This design comes from an exercise in tuning for small area on the open sky130 flow, not from production work. Only simulation tests tie the RTL to the original design; equivalence was not proved. No activity file was given, so power comes from the tool's default toggle rates.

Setup of build 66:
// vdc_top
module vdc_top (
	input  logic          clk,
	input  logic          reset,
	input  logic          cs,            
	input  logic          we,            
	input  logic [7:0]    db_in,
	input  logic [6:0]    direct_reg,    
	input  logic [3:0]    rgbi,          
	output logic [7:0]    db_out,
	output logic          hsync,
	output logic          vsync,
	output logic          irq,
	output vdc_pkg::rgb_t rgb
);
Settings: LEC_CHECK=0, CAP_MARGIN=0, CORE_MARGIN=2, CORE_UTILIZATION=40, CTS_BUF_LIST=sky130_fd_sc_hd__clkbuf_8, CTS_CLUSTER_DIAMETER=100, CTS_CLUSTER_SIZE=16, GPL_TIMING_DRIVEN=0, SLEW_MARGIN=0; clock period 8.0 ns.
standard.sh (not shown) runs the stock make flow with config.mk's settings and CLKGATE_MAP_FILE= SYNTH_SCRIPT=/design/flow/synth_recipe.tcl, a recipe that flattens the netlist after the stock synthesis.
==> flow/flow/run.sh <==
#!/bin/bash
# The standard layout (standard.sh, all steps) with three changes:
#  - synthesis maps the logic with an area-oriented ABC script (abc.script beside this
#    file), run from a copy of ORFS's scripts folder that differs only in that script;
#    flip-flops are mapped before ABC runs, so the registers are those of the standard
#    synthesis
#  - ports are buffered with the smallest buffer
#  - clock tree synthesis inserts no dummy loads
set -euo pipefail
work=$(pwd)
rm -rf "$work/scripts"
cp -r "$FLOW_HOME/scripts" "$work/scripts"
cp "$work/flow/abc.script" "$work/scripts/abc_speed.script"
export BUFFER_PORTS_ARGS="-buffer_cell sky130_fd_sc_hd__buf_1"
export CTS_ARGS="-sink_clustering_enable -repair_clock_nets -sink_clustering_size 16 -sink_clustering_max_diameter 100 -buf_list sky130_fd_sc_hd__clkbuf_8 -dont_use_dummy_load"
bash standard.sh "SCRIPTS_DIR=$work/scripts" finish > "$work/standard.log" 2>&1
==> flow/flow/abc.script <==
&get -n
&st
&dch -f
&nf -R 1000 -p -F 10 -A 10 -C 32
&put
Input-level comparison between build 22 and build 66:
Settings: a deleted CTS_CLUSTER_DIAMETER that had been 100; a change of CORE_UTILIZATION from 40 to 50; a deleted CTS_CLUSTER_SIZE that had been 16; a deleted GPL_TIMING_DRIVEN that had been 0; a deleted CTS_BUF_LIST that had been sky130_fd_sc_hd__clkbuf_8.
-- flow/flow/run.sh --
<<< build 66, line 15
export CTS_ARGS="-sink_clustering_enable -repair_clock_nets -sink_clustering_size 16 -sink_clustering_max_diameter 100 -buf_list sky130_fd_sc_hd__clkbuf_8 -dont_use_dummy_load"
>>> build 22, line 15
export CTS_ARGS="-sink_clustering_enable -repair_clock_nets -sink_clustering_size 16 -sink_clustering_max_diameter 70 -buf_list sky130_fd_sc_hd__clkbuf_8 -dont_use_dummy_load"
Findings:
Build 22 vs. build 66: total power now sits at about the same level, signed area change from the synthesized netlist to the final layout lower, total iterations of the first detailed-routing run decreased 2, number of cells on the worst reg-to-reg path rose 1.
Between build 66 and build 22, combinational power decreased.
The reported net switching power in build 22 sits about 1.1% above the value recorded for build 66.
The capturing instance or port of the critical path comes out i_regs.db_out[5]$_SDFFCE_PP1P_ in one run and i_regs.db_out[1]$_SDFFCE_PP1P_ in the other, namely in build 22 and build 66 respectively.
Modified inputs, build 92 compared to build 22
Settings: swapping 50 for 40 in CORE_UTILIZATION; swapping 0 for 10 in CAP_MARGIN; swapping 0 for 10 in SLEW_MARGIN.
-- flow/flow/run.sh --
<<< build 22, line 6
#    synthesis
>>> build 92, line 6
#    synthesis; the adder step is skipped, so ABC also maps the few adders and
#    comparators as plain logic
<<< build 22, line 16
bash standard.sh "SCRIPTS_DIR=$work/scripts" finish > "$work/standard.log" 2>&1
>>> build 92, line 17
bash standard.sh "SCRIPTS_DIR=$work/scripts" "ADDER_MAP_FILE=" finish > "$work/standard.log" 2>&1
==> comparison <==
Against build 22, placed wire-length estimate in build 92 came out worse.
On power spent charging and discharging nets: build 92 sits below build 22.
Delta (build 92 minus build 22): number of antenna cells inserted has decreased, worst-case clock skew moved up, final critical delay including setup and external delays moved up.
Cmp build 92 vs build 22: floorplan die area higher in build 92
Of build 92 and build 22, the higher simple logic cell fraction of the synthesized area belongs to build 92.
Cmp build 92 and build 22 / total power consumption of the routed design / lower: build 92
Compared with build 22, in build 92 met1 track demand over resource in global routing decreased by 11 points relative to the old numbers; number of cells produced by synthesis decreased by 1.3% relative to the old numbers.
Cells: build 92 has more instances than build 22
Setup changes, build 92 to build 95
Settings: a change of SLEW_MARGIN from 10 to 0; an added CTS_CLUSTER_DIAMETER of 50; a change of CAP_MARGIN from 10 to 0; an added CTS_CLUSTER_SIZE of 16; an added CTS_BUF_LIST of sky130_fd_sc_hd__clkbuf_8.
==> flow/flow/run.sh <==
#!/bin/bash
# Standard layout, with two changes: ports are buffered with the smallest
# buffer, and clock tree synthesis inserts no dummy loads.
set -euo pipefail
export BUFFER_PORTS_ARGS="-buffer_cell sky130_fd_sc_hd__buf_1"
export CTS_ARGS="-sink_clustering_enable -repair_clock_nets -sink_clustering_size 30 -sink_clustering_max_diameter 60 -buf_list sky130_fd_sc_hd__clkbuf_16 -dont_use_dummy_load"
bash standard.sh > standard.log 2>&1
removed: flow/flow/abc.script
==> summary.txt <==
Build 95 finished end to end and its layout was clean on timing, DRC and antenna.
In build 95 relative to build 92, die boundary width had gone up by a few percent.
Build 95 reports a higher global routing met1 resource utilization than build 92 does.
Compared with build 92, build 95 shows count of clock-buffer cells in the layout that has gone down by a few percent.
The slew at the pin closest to its max-slew limit of build 95 is lower than that of build 92.
Met3 usage in global routing: build 95 < build 92
Setup changes, build 95 to build 68
==> flow/flow/run.sh <==
#!/bin/bash
# The standard layout (standard.sh, all steps) with three changes:
#  - synthesis maps the logic with an area-oriented ABC script (abc.script beside this
#    file), run from a copy of ORFS's scripts folder that differs only in that script;
#    flip-flops are mapped before ABC runs, so the registers are those of the standard
#    synthesis
#  - ports are buffered with the smallest buffer
#  - clock tree synthesis inserts no dummy loads
set -euo pipefail
work=$(pwd)
rm -rf "$work/scripts"
cp -r "$FLOW_HOME/scripts" "$work/scripts"
cp "$work/flow/abc.script" "$work/scripts/abc_speed.script"
export BUFFER_PORTS_ARGS="-buffer_cell sky130_fd_sc_hd__buf_1"
export CTS_ARGS="-sink_clustering_enable -repair_clock_nets -sink_clustering_size 16 -sink_clustering_max_diameter 70 -buf_list sky130_fd_sc_hd__clkbuf_8 -dont_use_dummy_load"
bash standard.sh "SCRIPTS_DIR=$work/scripts" finish > "$work/standard.log" 2>&1
==> flow/flow/abc.script (new file) <==
&get -n
&st
&dch -f
&nf -R 1000 -p -F 10 -A 10 -C 32
&put
Results
- Build 68 leaves less setup margin than build 95.
- NOTE die height build 95->build 68 decreased by a few percent
- Diff build 95 and build 68: static power due to leakage lower in build 68
- Routed wire length: build 95 and build 68 compared, lower one is build 68
- Diff build 95..build 68 | share of flip-flops with an asynchronous set or reset | negligible

[separate check: timing with driven ports]
The flow's constraints put no driver on any port. The routed layouts listed below were extracted and timed again, unchanged, in two steps.
Step 1: set_driving_cell puts a clkbuf_16 on clk and a buf_2 on each other input, an assumption about the parent block.
Step 2 also shifts input and output timing later by t, the mid clock arrival at the registers, as if the neighbouring blocks saw the same clock.
Three values: ideal ports, drivers, drivers and shift; two values: the first two.
run | t (ns) | setup WS [ns] | worst slew at a driven data input, ns | pins driven straight from the clock port
build 66 | 0.656 | 1.426 / 1.381 / 0.725 | 0.11 | 1
build 22 | 0.670 | 2.069 / 2.095 / 1.425 | 0.12 | 1
build 92 | 0.679 | 1.547 / 1.493 / 0.813 | 0.12 | 1
build 95 | 0.615 | 3.559 / 3.595 / 2.980 | 0.11 | 1
build 68 | 0.665 | 2.123 / 2.092 / 1.427 | 0.08 | 1
After both steps setup and hold are still met in every run listed. For build 92, which loses most, drivers alone change the setup slack by -0.054 ns; drivers and shift together by -0.734 ns.
